What follows belongs to an exercise in optimizing a design on an open flow for small area; a production flow would make more cautious choices. At most, simulation tests tie the RTL to the original design; equivalence was not proved. The flow treats the clock pin as an ideal source, which a real chip does not have. Power figures rest on the tool's default switching activity, not on a simulated workload.

== P ==
## adq_regs_top
module adq_regs_top (
    input  wire                                clk_i,
    input  wire                                rst_i,
    input  wire [15-1:0]              paddr_i,
    input  wire                                psel_i,
    input  wire                                penable_i,
    input  wire                                pwrite_i,
    input  wire [16-1:0]              pwdata_i,
    output wire [16-1:0]              prdata_o,
    output wire                                pready_o,
    output wire                                pslverr_o,
    input  wire [8*16-1:0]   user_status_i,
    output wire [8*16-1:0]  user_ctrl_o,
    output wire [8-1:0]              user_strobe_o,
    output wire [36-1:0]                   sys_o,
    output wire [2*64-1:0]  cal_o,
    output wire [3-1:0]                idelay_o
);
==> flow/config.mk <==
export PLATFORM = sky130hd
export DESIGN_NAME = adq_regs_top
export DESIGN_NICKNAME = adq_regs_top
export VERILOG_FILES = /design/flow/design.v
export SDC_FILE = /design/flow/constraint.sdc
export NUM_CORES = 4
export LEC_CHECK = 0
export CAP_MARGIN = 20
export CORE_MARGIN = 2
export CORE_UTILIZATION = 40
export CTS_BUF_LIST = sky130_fd_sc_hd__clkbuf_2 sky130_fd_sc_hd__clkbuf_4
export PLACE_DENSITY = 0.6
export SLEW_MARGIN = 20
export SYNTH_HIERARCHICAL = 1
export SYNTH_MINIMUM_KEEP_SIZE = 0
==> flow/constraint.sdc <==
create_clock -name core_clock -period 5.0 [get_ports {clk_i}]
set_input_delay 1.0000 -clock core_clock [delete_from_list [all_inputs] [get_ports {clk_i}]]
set_output_delay 1.0000 -clock core_clock [all_outputs]
set_load 0.01 [all_outputs]
standard.sh (not shown) runs the stock make flow with config.mk's settings and CLKGATE_MAP_FILE= SYNTH_SCRIPT=/design/flow/synth_recipe.tcl, a recipe that flattens the netlist after the stock synthesis.
==> flow/flow/run.sh <==
#!/bin/bash
set -euo pipefail
bash standard.sh "BUFFER_PORTS_ARGS=-buffer_cell sky130_fd_sc_hd__buf_1" \
  "CTS_ARGS=-sink_clustering_enable -repair_clock_nets -buf_list {sky130_fd_sc_hd__clkbuf_8 sky130_fd_sc_hd__clkbuf_16} -sink_clustering_size 30 -sink_clustering_max_diameter 80 -dont_use_dummy_load" \
  finish > flow_make.log 2>&1
Inputs modified between P and Q:
==> flow/flow/run.sh <==
#!/bin/bash
# Standard ORFS layout (the standard.sh, standard synthesis), with the
# port buffers made from the smallest buffer cell. Full make output goes to
# flow_make.log in the work folder; ORFS's own per-step logs stay under orfs/logs.
set -euo pipefail
bash standard.sh "BUFFER_PORTS_ARGS=-buffer_cell sky130_fd_sc_hd__buf_1" finish > flow_make.log 2>&1
## What came out
Delta (Q minus P): clock power share up 7.8 points, ratio of final minimum period to clock period saw an increase.
On critical path depth, P and Q are basically level.
From P to Q the numbers moved as follows: power up 670 uW, met1 routing resource usage after global routing -0.62 points, synthesized cell count flat.
Q: fraction of power spent switching nets 1.2 points above P
No run of this note included a check of the RTL's function; only the layout flow was run.

---

## run A
adq_regs_top, a different RTL version from the one above (not shown whole).
Size in the first run: roughly 1,400 cells after synthesis, roughly 490 I/O pins, roughly 15,000 sq um of cells after synthesis.
## adq_regs_top
module adq_regs_top (
    input  wire                                clk_i,
    input  wire                                rst_i,
    input  wire [15-1:0]              paddr_i,
    input  wire                                psel_i,
    input  wire                                penable_i,
    input  wire                                pwrite_i,
    input  wire [16-1:0]              pwdata_i,
    output wire [16-1:0]              prdata_o,
    output wire                                pready_o,
    output wire                                pslverr_o,
    input  wire [8*16-1:0]   user_status_i,
    output wire [8*16-1:0]  user_ctrl_o,
    output wire [8-1:0]              user_strobe_o,
    output wire [36-1:0]                   sys_o,
    output wire [2*64-1:0]  cal_o,
    output wire [3-1:0]                idelay_o
);
    localparam int DW = 16;
    localparam int NW       = 23;
    localparam int W_CTRL   = 0;
    localparam int W_SKIP   = 8;
    localparam int W_IDELAY = 9;
    localparam int W_AFE    = 10;
    localparam int W_DECIM  = 11;
    localparam int W_LED    = 12;
    localparam int W_PD     = 13;
    localparam int W_DF     = 14;
    localparam int W_CAL    = 15;    
    function automatic logic [15-1:0] waddr(int w);
        case (w)
            W_SKIP:   waddr = 15'h2AA0;
            W_IDELAY: waddr = 15'h2AA1;
            W_AFE:    waddr = 15'h2AA2;
            W_DECIM:  waddr = 15'h2AA3;
            W_LED:    waddr = 15'h2AAA;
            W_PD:     waddr = 15'h2AAB;
            W_DF:     waddr = 15'h2AAC;
            15:       waddr = 15'h2AB0;
            16:       waddr = 15'h2AB0 + 1;
            17:       waddr = 15'h2AC0;
            18:       waddr = 15'h2AC0 + 1;
            19:       waddr = 15'h2AD0;
            20:       waddr = 15'h2AD0 + 1;
            21:       waddr = 15'h2AD2;
            22:       waddr = 15'h2AD2 + 1;
            default:  waddr = 15'h0030 + w[14:0];
        endcase
    endfunction
    function automatic int wwidth(int w);
        case (w)
            W_IDELAY: wwidth = 3;
            W_AFE:    wwidth = 4;
            W_DECIM:  wwidth = 9;
            W_LED:    wwidth = 3;
            W_PD:     wwidth = 2;
            W_DF:     wwidth = 2;
            default:  wwidth = DW;
        endcase
    endfunction
  ...
Settings: LEC_CHECK=0, CAP_MARGIN=20, CORE_MARGIN=2, CORE_UTILIZATION=65, PLACE_DENSITY=0.8, SLEW_MARGIN=20, SYNTH_HIERARCHICAL=1, SYNTH_MINIMUM_KEEP_SIZE=0; clock period 5.0 ns.
==> flow/flow/run.sh <==
#!/bin/bash
# Layout: the standard ORFS flow (standard.sh, with its standard
# synthesis), with these changes to how the layout is made:
#  - port buffers use the smallest buffer cell (buf_1);
#  - during global placement, flow/pre_gpl.tcl keeps the timing-driven
#    repair to buf_1/buf_2 buffers (it upsizes drivers instead);
#  - CTS clusters up to 10 flip-flops per clkbuf_4 leaf buffer, no dummy loads;
set -euo pipefail
bash standard.sh "BUFFER_PORTS_ARGS=-buffer_cell sky130_fd_sc_hd__buf_1" \
  "PRE_GLOBAL_PLACE_TCL=$PWD/flow/pre_gpl.tcl" \
  "CTS_ARGS=-sink_clustering_enable -repair_clock_nets -buf_list {sky130_fd_sc_hd__clkbuf_2} -sink_clustering_size 6 -sink_clustering_max_diameter 30 -dont_use_dummy_load" \
  "POST_CTS_TCL=$PWD/flow/post_cts.tcl" \
  finish > flow_make.log 2>&1
==> flow/flow/post_cts.tcl <==
estimate_parasitics -placement
set limit_ns 0.105
set drivers [dict create]
foreach pin [get_pins -hierarchical */CLK] {
  set worst 0.0
  foreach a {max} { foreach e {rise fall} {
    set s [get_property $pin slew_${a}_$e]
    if {[string is double -strict $s] && $s > $worst} { set worst $s }
  } }
  if {$worst > $limit_ns} {
    set net [get_nets -of_objects $pin]
    foreach dp [get_pins -of_objects $net -filter "direction==output"] {
      dict set drivers [get_full_name [get_cells -of_objects $dp]] 1
    }
  }
}
set next {sky130_fd_sc_hd__clkbuf_1 sky130_fd_sc_hd__clkbuf_2 sky130_fd_sc_hd__clkbuf_2 sky130_fd_sc_hd__clkbuf_4 sky130_fd_sc_hd__clkbuf_4 sky130_fd_sc_hd__clkbuf_8 sky130_fd_sc_hd__clkbuf_8 sky130_fd_sc_hd__clkbuf_16}
foreach name [dict keys $drivers] {
  set inst [get_cells $name]
  set master [get_property $inst ref_name]
  set i [lsearch -exact $next $master]
  if {$i >= 0 && $i + 1 < [llength $next] && $master ne "sky130_fd_sc_hd__clkbuf_16"} {
    set to [lindex $next [expr {$i + 1}]]
    if {$to eq $master} { set to [lindex $next [expr {$i + 2}]] }
    puts "post_cts: $name $master -> $to"
    replace_cell $inst $to
  }
}
detailed_placement
check_placement -verbose
estimate_parasitics -placement
==> flow/flow/pre_gpl.tcl <==
# Placement-time repair: buffer with buf_2 at most (upsizing drivers instead)
set_dont_use [get_lib_cells {sky130_fd_sc_hd__buf_4 sky130_fd_sc_hd__buf_6 sky130_fd_sc_hd__buf_8 sky130_fd_sc_hd__buf_12 sky130_fd_sc_hd__buf_16 sky130_fd_sc_hd__bufbuf_* sky130_fd_sc_hd__clkbuf_* sky130_fd_sc_hd__clkdlybuf* sky130_fd_sc_hd__dlygate* sky130_fd_sc_hd__dlymetal*}]
Changes in run B relative to run A:
Settings: CORE_UTILIZATION now 72, was 65; PLACE_DENSITY now 0.85, was 0.8.
diff --git a/flow/flow/run.sh b/flow/flow/run.sh
--- a/flow/flow/run.sh
+++ b/flow/flow/run.sh
@@ -11 +11 @@
-  "CTS_ARGS=-sink_clustering_enable -repair_clock_nets -buf_list {sky130_fd_sc_hd__clkbuf_2} -sink_clustering_size 6 -sink_clustering_max_diameter 30 -dont_use_dummy_load" \
+  "CTS_ARGS=-sink_clustering_enable -repair_clock_nets -buf_list {sky130_fd_sc_hd__clkbuf_4} -sink_clustering_size 10 -sink_clustering_max_diameter 40 -dont_use_dummy_load" \
### Flow results
Run B vs run A — final area dropped 0.56%.
Summary — clock network fraction of design power, run B relative to run A: lower, by 1.4 points.
Changes observed in run B relative to run A: count of clock-buffer cells in the layout shrank by 26; utilization after layout grew by 5.7 points.
Going from run A to run B, delay of the slowest cell on the worst path higher, global routing met2 resource utilization higher, global routing usage summed across all routing layers higher.
> inputs changed (run B -> run C)
Settings: GPL_ROUTABILITY_DRIVEN newly set to 0; CORE_UTILIZATION changed from 72 to 65; PLACE_DENSITY changed from 0.85 to 0.8.
Findings:
- Cmp run C and run B / sequential cell fraction of total power / lower: run B
- Between run C and run B, the wire length is higher for run C.
- Peak ir drop on the vdd network (run C over run B): decrease, 0.079 mV
- Relative to run B, clock network latency to the later pin of the worst-skew pair has gone down in run C.
- On final standard cell area without fillers, run B tracks run C almost exactly.
- Comparing run C with run B, the portion of the layout cell area used by non-clock buffers came out essentially unchanged.
- Measured against each other, run C and run B differ in power share of the clock group, the lower figure coming from run C.
- [run C] global-route wire length before repair rose about 2% relative to run B
For run D, these inputs were changed with respect to run C:
Settings: GPL_ROUTABILITY_DRIVEN: 0 -> unset.
diff --git a/flow/flow/run.sh b/flow/flow/run.sh
--- a/flow/flow/run.sh
+++ b/flow/flow/run.sh
@@ -11 +11 @@
-  "CTS_ARGS=-sink_clustering_enable -repair_clock_nets -buf_list {sky130_fd_sc_hd__clkbuf_4} -sink_clustering_size 10 -sink_clustering_max_diameter 40 -dont_use_dummy_load" \
+  "CTS_ARGS=-sink_clustering_enable -repair_clock_nets -buf_list {sky130_fd_sc_hd__clkbuf_4} -sink_clustering_size 12 -sink_clustering_max_diameter 45 -dont_use_dummy_load" \
--- outcome ---
Relative to run C, maximum number of pins on one net before global-route repair decreased by 29% in run D.
Comparing run C against run D, there is no change at all in instance count of the mapped netlist.
Post-placement worst setup slack delta for run D relative to run C: 120 ps higher
diff inputs: run D => run E
Settings: PLACE_DENSITY now 0.7, was 0.8.
diff --git a/flow/flow/run.sh b/flow/flow/run.sh
--- a/flow/flow/run.sh
+++ b/flow/flow/run.sh
@@ -11 +11 @@
-  "CTS_ARGS=-sink_clustering_enable -repair_clock_nets -buf_list {sky130_fd_sc_hd__clkbuf_4} -sink_clustering_size 12 -sink_clustering_max_diameter 45 -dont_use_dummy_load" \
+  "CTS_ARGS=-sink_clustering_enable -repair_clock_nets -buf_list {sky130_fd_sc_hd__clkbuf_4} -sink_clustering_size 10 -sink_clustering_max_diameter 40 -dont_use_dummy_load" \
Results
Run E and run D all finish clean.
On first-iteration DRC count, run D loses to run E.
Run D ended up with sky130_fd_sc_hd__nor4bb_1 as its highest-delay cell along the critical path; run E ended up with sky130_fd_sc_hd__nor4bb_2.
Internal power contribution, run E vs run D: down by a few percent
Compared run E vs run D, and setup clock skew after layout is up in run E.
The run showing the greater final setup slack of the worst path is run E.
What run F does differently from run E at the input level:
Settings: PLACE_DENSITY changed from 0.7 to 0.8.
diff --git a/flow/flow/run.sh b/flow/flow/run.sh
--- a/flow/flow/run.sh
+++ b/flow/flow/run.sh
@@ -11 +11 @@
-  "CTS_ARGS=-sink_clustering_enable -repair_clock_nets -buf_list {sky130_fd_sc_hd__clkbuf_4} -sink_clustering_size 10 -sink_clustering_max_diameter 40 -dont_use_dummy_load" \
+  "CTS_ARGS=-sink_clustering_enable -repair_clock_nets -buf_list {sky130_fd_sc_hd__clkbuf_4} -sink_clustering_size 10 -sink_clustering_max_diameter 40 -root_buf sky130_fd_sc_hd__clkbuf_2 -dont_use_dummy_load" \
Findings:
Run F completed; timing, DRC and antenna clean. Delta (run F minus run E): setup slack down 260 ps; ratio of total power to cell area -about 0.34%; wire length went down 1.0%; minimum hold slack went up by 10 ps; sequential cell fraction of total power climbed 0.2 points.

==> afterwards: timing with drivers on the ports <==
The flow's constraints put no driver on any port. The routed layouts listed below were extracted and timed again, unchanged, in two steps.
Step 1, drivers: a clkbuf_16 drives clk_i and a buf_2 each remaining input, both assumed.
Step 2 moves the port delays by t, midway between the first and last clock arrival at a register: inputs arrive t later, outputs are due t later. That takes back most of the time a late clock gives input paths.
Slacks: ideal / step 1 / step 2; pairs: ideal / step 1.
| run | shift t [ns] | slack for setup (ns) | worst setup path at the end | cell pins on the clock port's net |
|---|---|---|---|---|
| P | 0.567 | 0.748 / 0.728 / 0.728 | input to output | 1 |
| Q | 0.810 | 0.733 / 0.708 / 0.708 | input to output | 1 |
| run A | 0.834 | 0.887 / 0.825 / 0.627 | input to register | 1 |
| run B | 0.694 | 0.718 / 0.671 / 0.671 | input to output | 1 |
| run C | 0.683 | 0.686 / 0.624 / 0.469 | input to register | 1 |
| run D | 0.693 | 0.909 / 0.850 / 0.578 | input to register | 1 |
| run E | 0.698 | 1.117 / 1.091 / 0.685 | input to register | 1 |
| run F | 0.859 | 0.856 / 0.791 / 0.505 | input to register | 1 |
After both steps every run listed still meets setup and hold. The setup slack of run E, which loses most, moves by -0.026 ns with the drivers and by -0.432 ns with both steps.
